This design comes from an exercise in tuning for small area, a short achievable clock period and few clock cycles per item on the open sky130 flow, not from production work.
Only simulation tests tie the RTL to the original design; equivalence was not proved.
Power figures rest on the tool's default switching activity, not on a simulated workload.

==> flow/design.v <==
`default_nettype none
package bus_pkg;
	localparam int WORD_W = 32;
	typedef logic [WORD_W-1:0] word_t;
	localparam int SEL_W = WORD_W / 8;
	localparam logic [SEL_W-1:0] SEL_ALL = '1;
endpackage
`default_nettype wire
`default_nettype none
package isa_pkg;
	localparam int OPC_W = 5;
	localparam int REG_IDX_W = 4;
	localparam int IMM_W = 19;
	typedef logic [REG_IDX_W-1:0] reg_idx_t;
	localparam logic [OPC_W-1:0] OP_LD = 5'd0;
	localparam logic [OPC_W-1:0] OP_LDI = 5'd1;
	localparam logic [OPC_W-1:0] OP_ST = 5'd2;
	localparam logic [OPC_W-1:0] OP_ADD = 5'd3;
	typedef struct packed {
		logic [OPC_W-1:0] opcode;
		reg_idx_t ra;
		reg_idx_t rb;
		logic [IMM_W-1:0] imm;
	} mem_fmt_t;
	typedef struct packed {
		logic [OPC_W-1:0] opcode;
		reg_idx_t ra;
		reg_idx_t rb;
		reg_idx_t rc;
		logic [IMM_W-REG_IDX_W-1:0] unused;
	} reg_fmt_t;
	typedef union packed {
		mem_fmt_t mem_fmt;
		reg_fmt_t reg_fmt;
	} instr_u;
	typedef enum logic [2:0] {
		CLS_NOP, CLS_LOAD, CLS_LOAD_IMM, CLS_STORE, CLS_ADD
	} op_class_e;
endpackage
`default_nettype wire
`timescale 1ns/1ps
`default_nettype none
module cpu_core #(
	parameter int ADDR_W = 9,
	parameter logic [ADDR_W-1:0] RESET_PC = '0
) (
	input wire clk,
	input wire rst_n,
	output logic wb_cyc,
	output logic wb_stb,
	output logic wb_we,
	output logic [ADDR_W-1:0] wb_adr,
	output bus_pkg::word_t wb_dat_o,
	output logic [3:0] wb_sel,
	input wire bus_pkg::word_t wb_dat_i,
	input wire wb_ack
);
	localparam int W = bus_pkg::WORD_W;
	localparam int NR = 16;
	localparam int IW = isa_pkg::IMM_W;
	localparam int AW = ADDR_W;
	logic run;  
	logic mem_ph;  
	logic we;  
	logic exe;  
	logic [AW-1:0] pc;  
	logic [AW-1:0] ma;  
	logic [3:0] ir_ra;
	bus_pkg::word_t op_a, op_b;
	logic [W-1:0] rf [NR];
	logic [NR-1:0] rv;
	logic [4:0] n_opc;
	logic [3:0] n_ra, n_rb, n_rx;
	logic [IW-1:0] n_imm;
	logic n_ld, n_ldi, n_st, n_add, n_mem, n_bz;
	logic fetch_done, accept, rf_we;
	logic uses_b, uses_x, hit;
	logic [NR-1:0] sel_a, sel_b;
	bus_pkg::word_t rd_a, rd_b, nop_a, nop_b, sum, wdata;
	logic [AW-1:0] maddr;
	assign n_opc = wb_dat_i[31:27];
	assign n_ra = wb_dat_i[26:23];
	assign n_rb = wb_dat_i[22:19];
	assign n_imm = wb_dat_i[IW-1:0];
	assign n_ld = (n_opc == isa_pkg::OP_LD);
	assign n_ldi = (n_opc == isa_pkg::OP_LDI);
	assign n_st = (n_opc == isa_pkg::OP_ST);
	assign n_add = (n_opc == isa_pkg::OP_ADD);
	assign n_mem = n_ld || n_st;
	assign n_bz = !n_add && (n_rb == 4'd0);
	assign n_rx = n_add ? wb_dat_i[18:15] : n_ra;  
	assign fetch_done = run && wb_ack && !mem_ph;
	assign uses_b = n_add || ((n_ld || n_ldi || n_st) && !n_bz);
	assign uses_x = n_add || n_st;
	assign hit = exe && ((uses_b && ir_ra == n_rb) || (uses_x && ir_ra == n_rx));
	assign accept = fetch_done && !hit;
	always_comb begin
		for (int k = 0; k < NR; k++) begin
			sel_a[k] = (n_rb == k) && rv[k] && !n_bz;
			sel_b[k] = (n_rx == k) && rv[k];
		end
		rd_a = '0;
		rd_b = '0;
		for (int k = 0; k < NR; k++) begin
			rd_a = rd_a | ({W{sel_a[k]}} & rf[k]);
			rd_b = rd_b | ({W{sel_b[k]}} & rf[k]);
		end
	end
	assign nop_a = rd_a;
	assign nop_b = n_ldi ? {{(W - IW){n_imm[IW-1]}}, n_imm} : rd_b;
	always_comb begin
		logic [AW-1:0] x, y, g, t, p, h, tt, hn, tn;
		x = rd_a[AW-1:0];
		y = n_imm[AW-1:0];
		g = x & y;
		t = x | y;
		p = x ^ y;
		h = g;
		tt = {t[AW-2:0], 1'b1};
		for (int d = 1; d < AW; d = d * 2) begin
			hn = h;
			tn = tt;
			for (int i = 0; i < AW; i++) begin
				if ((i & d) != 0) begin
					hn[i] = h[i] | (tt[i] & h[(i & ~(2 * d - 1)) + d - 1]);
					tn[i] = tt[i] & tt[(i & ~(2 * d - 1)) + d - 1];
				end
			end
			h = hn;
			tt = tn;
		end
		maddr[0] = p[0];
		for (int i = 1; i < AW; i++)
			maddr[i] = h[i-1] ? (p[i] ^ t[i-1]) : p[i];
	end
	assign sum = op_a + op_b;
	always_ff @(posedge clk or negedge rst_n) begin
		if (!rst_n) begin
			run <= 1'b0;
			mem_ph <= 1'b0;
			we <= 1'b0;
			exe <= 1'b0;
			pc <= RESET_PC;
		end else begin
			run <= 1'b1;
			exe <= accept && (n_add || n_ldi);
			if (run && wb_ack && mem_ph) begin
				mem_ph <= 1'b0;
				we <= 1'b0;
			end
			if (accept) begin
				mem_ph <= n_mem;
				we <= n_st;
				pc <= pc + 1'b1;
			end
		end
	end
	always_ff @(posedge clk) begin
		op_a <= nop_a;
		if (accept) begin
			ir_ra <= n_ra;
			op_b <= nop_b;
			ma <= maddr;
		end
	end
	assign rf_we = mem_ph ? !we : exe;
	assign wdata = mem_ph ? wb_dat_i : sum;
	always_ff @(posedge clk or negedge rst_n) begin
		if (!rst_n)
			rv <= '0;
		else if (rf_we)
			rv[ir_ra] <= 1'b1;
	end
	for (genvar k = 0; k < NR; k++) begin : g_rf
		always_ff @(posedge clk) begin
			if (rf_we && ir_ra == k)
				rf[k] <= wdata;
		end
	end
	assign wb_cyc = run;
	assign wb_stb = run;
	assign wb_we = we;
	assign wb_adr = mem_ph ? ma : pc;
	assign wb_dat_o = op_b;
	assign wb_sel = bus_pkg::SEL_ALL;
endmodule
`default_nettype wire
clock: 6.0 ns
lec_check: 0
cap_margin: 20
cell_pad_in_sites_detail_placement: 1
cell_pad_in_sites_global_placement: 1
core_margin: 2
core_utilization: 35
cts_buf_list: sky130_fd_sc_hd__clkbuf_8
cts_cluster_diameter: 50
cts_cluster_size: 12
place_density: 0.5
setup_slack_margin: 3.2
slew_margin: 20
tns_end_percent: 5
run.sh (not shown) runs the stock make flow with config.mk's settings and CLKGATE_MAP_FILE= SYNTH_SCRIPT=/design/flow/synth_recipe.tcl, a recipe that flattens the netlist after the stock synthesis.
Testbench counts at the start, summed over its fixed seeds: cycles 7,689, instrs 3,072.
Rerun with:
--- a/flow/design.v
+++ b/flow/design.v
@@ -66,7 +66,7 @@
 	logic [AW-1:0] pc;  
 	logic [AW-1:0] ma;  
 	logic [3:0] ir_ra;
-	bus_pkg::word_t op_a, op_b;
+	bus_pkg::word_t op_a, op_b, sd;
 	logic [W-1:0] rf [NR];
 	logic [NR-1:0] rv;
 	logic [4:0] n_opc;
@@ -157,9 +157,10 @@
 	end
 	always_ff @(posedge clk) begin
 		op_a <= nop_a;
-		if (accept) begin
+		op_b <= nop_b;
+		if (fetch_done) begin
 			ir_ra <= n_ra;
-			op_b <= nop_b;
+			sd <= rd_b;
 			ma <= maddr;
 		end
 	end
@@ -181,7 +182,7 @@
 	assign wb_stb = run;
 	assign wb_we = we;
 	assign wb_adr = mem_ph ? ma : pc;
-	assign wb_dat_o = op_b;
+	assign wb_dat_o = sd;
 	assign wb_sel = bus_pkg::SEL_ALL;
 endmodule
 `default_nettype wire
Outcome:
- The changed run passed the timing, DRC and antenna checks
- wire length goes up by a few percent
- design area rises by a few percent
- total power rises by a few percent
- flip-flop and latch count grows by 32
- synthesized area increases by a few percent
- first-iteration DRC count goes up by about a fifth
- core utilization decreases by 0.19 points
- via count grows slightly
- count of clock-buffer cells in the layout falls by 6
- register-to-register slack gains 0.06 ns
- clock power drops by a few percent
- non-clock buffer count rises by 19
Testbench counts after the change, summed over its fixed seeds: cycles 7,689, instrs 3,072.

## port drivers added, routing unchanged
How much do the figures lean on ideal ports? The routed layouts below were timed once more, with nothing changed but the port constraints.
Step 1 (the two cells are an assumption about what drives the block):
set clk [get_ports {clk}]
set_driving_cell -lib_cell sky130_fd_sc_hd__clkbuf_16 $clk
set_driving_cell -lib_cell sky130_fd_sc_hd__buf_2 [delete_from_list [all_inputs] $clk]
Step 2 moves the port delays by t, midway between the first and last clock arrival at a register: inputs arrive t later, outputs are due t later. That takes back most of the time a late clock gives input paths.
a / b / c = no drivers / after step 1 / after step 2; a / b = the first two.
run	shift t [ns]	setup WS [ns]	worst setup path after step 2
the first run	0.768	2.693 / 2.693 / 2.116	input to register
the second run	0.786	2.691 / 2.716 / 1.929	input to register
After both steps setup and hold are still met in every run listed. The setup slack of the second run, which loses most, moves by +0.025 ns with the drivers and by -0.762 ns with both steps.
